Background: an optimization exercise with open tools, aiming at a short achievable clock period. Do not read the settings as production practice. Only simulation tests tie the RTL to the original design; equivalence was not proved. Power and IR drop assume default switching activity.

==> 10-12: inputs <==
Design shooter_top, start of the top module:
module shooter_top #(
	parameter int TICK_CYCLES = 64,
	parameter int BULLET_SLOTS = 20,
	parameter int ENEMY_SLOTS = 8
) (
	input  logic                   CLK,
	input  logic                   RESET,
	input  logic                   fire,
	input  logic                   rotate_cw,
	input  logic                   rotate_ccw,
	input  logic                   weapon_switch,
	output shooter_pkg::heading_t  heading,
	output logic [1:0] weapon,
	output shooter_pkg::bcd_score_t score_bcd,
	output logic                   kill,
	output logic [1:0]  kill_type,
	output logic                   step_done
);
export LEC_CHECK = 0
export ABC_CLOCK_PERIOD_IN_PS = 4000
export CAP_MARGIN = 20
export CORE_MARGIN = 2
export CORE_UTILIZATION = 40
export SLEW_MARGIN = 20
create_clock -name core_clock -period 17.0 [get_ports {CLK}]
standard.sh (not shown) runs the stock make flow with config.mk's settings and CLKGATE_MAP_FILE= SYNTH_SCRIPT=/design/flow/synth_recipe.tcl, a recipe that flattens the netlist after the stock synthesis.
==> flow/flow/run.sh <==
#!/bin/bash
# Standard ORFS layout, with repair_timing aiming well below the 17 ns clock
set -euo pipefail
bash standard.sh SETUP_SLACK_MARGIN=13 finish > make_finish.log 2>&1
==> 02-06 (differences from 10-12) <==
- CORE_UTILIZATION: 40 -> 65
==> results.txt <==
02-06 ran to the end with no violations. 10-12 produced a clean layout.
Of 02-06 and 10-12, 02-06 has the higher first-iteration DRC count (gap 25%, measured against 10-12).
In flip-flop and latch count, 10-12 and 02-06 do not differ.
Against 10-12, the worst hold slack of 02-06 is higher by 2.0 ps.
Clock-buffer cell count: 02-06 is higher than 10-12 (9).
In 02-06 the fmax is larger than in 10-12, by about 0.8%.
In 02-06 the setup slack is better than in 10-12, by 38 ps.
Combinational power: 02-06 is higher than 10-12 (about 10%).
Of 10-12 and 02-06, 10-12 has the higher die area (gap 61%, measured against 02-06).
In 10-12 the sequential share of layout area is lower than in 02-06, by 0.54 points.
In synthesized area, 02-06 and 10-12 do not differ.
==> figures <==
|  | 10-12 | 02-06 |
|---|---|---|
| Result of the run | complete, no violations | complete, no violations |
| Insertion delay of the later-clocked pin in the worst-skew pair | 690 ps | 630 ps |
| Reg2reg setup slack | 13120 ps | 13000 ps |
| Pre-CTS worst setup slack | 11960 ps | 11710 ps |
| Number of CTS-inserted buffers | 82 | 78 |
| Core Area | 0.107 sq mm | 0.0659 sq mm |
| Startpoint of the tightest hold check path | u_pilot_controls.sync_a[1]$_SDFF_PP1_ | u_pilot_controls.sync_b[0]$_SDFF_PP1_ |
| Slowest stage delay, CP | 350 ps | 360 ps |
| Multi-input combinational cell area | 0.0236 sq mm | 0.0236 sq mm |
| Horiz. Die Dim | 333 microns | 262 microns |
| Fin crit share | 0.274 | 0.272 |
| Number of resized instances in the post-cts repair step | 211 | 223 |
| Cell area power density | 83.0 mW/mm^2 | 81.4 mW/mm^2 |
| Vias in the first global route | 33700 | 33800 |
| Share of post-route cells with drive strength above 1 | 0.116 | 0.113 |
| Switching Fraction | 0.256 | 0.248 |
| Setup repair bufs after CTS | 31 | 35 |
| Met1 capacity usage during global routing | 0.362 | 0.570 |
| Setup crit end | heading[1] | heading[2] |
| Final critical-path required period | 4660 ps | 4620 ps |
| Wire length on met3 | 13100 microns | 17600 microns |
| Vias | 36200 | 36700 |

* * *

==> run a <==
Another version of the RTL of shooter_top (not shown whole).
clock: 17.0 ns
lec_check: 0
abc_clock_period_in_ps: 4000
cap_margin: 20
core_margin: 2
core_utilization: 65
slew_margin: 20
Scripts as last shown in full above: flow/flow/run.sh
==> run b (differences from run a) <==
CORE_UTILIZATION = 75   (was 65)
CTS_BUF_LIST = sky130_fd_sc_hd__clkbuf_16   (was not set)
CTS_CLUSTER_DIAMETER = 100   (was not set)
CTS_CLUSTER_SIZE = 25   (was not set)
==> comparison <==
Die area: run b is smaller than run a (about 13%).
Against run a, the clock skew of run b is lower by 0.0017 ns.
In run a the routed wire length is larger than in run b, by about 2.8%.
Synthesized cell count is the same in run b and run a.
Against run b, the clock-buffer cell count of run a is higher by 92.
Between run b and run a, the lower setup slack is in run a (gap 0.049 ns).
Between run a and run b, the lower core utilization is in run a (gap 7.4 points).
==> figures <==
                                                                                     run b                                  run a
Worst slack on hold paths                                                        0.4171 ns                              0.4081 ns
Status                                                             complete, no violations                complete, no violations
Overall power                                                                     3.203 mW                               3.962 mW
Worst setup slack after layout                                                    12.54 ns                               12.49 ns
Sequential share of power                                                            57.4%                                  46.5%
Slew @ Worst Pin                                                                  1.284 ns                               1.162 ns
Relative slew slack                                                                 13.80%                                 22.45%
Power consumed by the clock network                                                1.01 mW                                1.76 mW
Site row count                                                                          89                                     95
Combinational-cell power consumption                                              0.354 mW                               0.356 mW
Half-perimeter wire length after detailed placement                               92890 um                               94130 um
Total number of vias                                                                 37500                                  36990
Endpoint with the worst hold slack                   u_pilot_controls.sync_b[2]$_SDFF_PP1_  u_pilot_controls.sync_b[3]$_SDFF_PP1_
Resized cells post-CTS                                                                 175                                    173
Setup slack after placement                                                       11.95 ns                               11.92 ns

[re-timing with driven ports]
The results above use ideal ports. As a check the final layouts listed here were re-extracted and re-timed, cells and wires unchanged. Step 1, drivers: a clkbuf_16 drives CLK and a buf_2 each remaining input, both assumed. Step 2, shift: input delay + t, output delay - t, t = (earliest + latest rising clock arrival at the registers) / 2. This alone moves slack from input paths to output paths. a / b / c = ideal / step 1 / step 2; a / b = the first two.
run | t (ns) | setup slack, ns | worst hold slack (ns) | clock arrival spread, ns | worst slew at a driven data input, ns
10-12 | 0.738 | 12.344 / 12.278 / 12.408 | 0.427 / 0.427 / 0.427 | 0.034 / 0.033 | 0.03
02-06 | 0.691 | 12.383 / 12.314 / 12.446 | 0.429 / 0.429 / 0.429 | 0.027 / 0.027 | 0.04
run a | 0.704 | 12.495 / 12.427 / 12.476 | 0.408 / 0.408 / 0.408 | 0.030 / 0.031 | 0.05
run b | 0.661 | 12.544 / 12.481 / 12.507 | 0.417 / 0.417 / 0.417 | 0.026 / 0.026 | 0.04
After both steps setup and hold are still met in every run listed. For run b, which loses most, drivers alone change the setup slack by -0.063 ns; drivers and shift together by -0.037 ns.
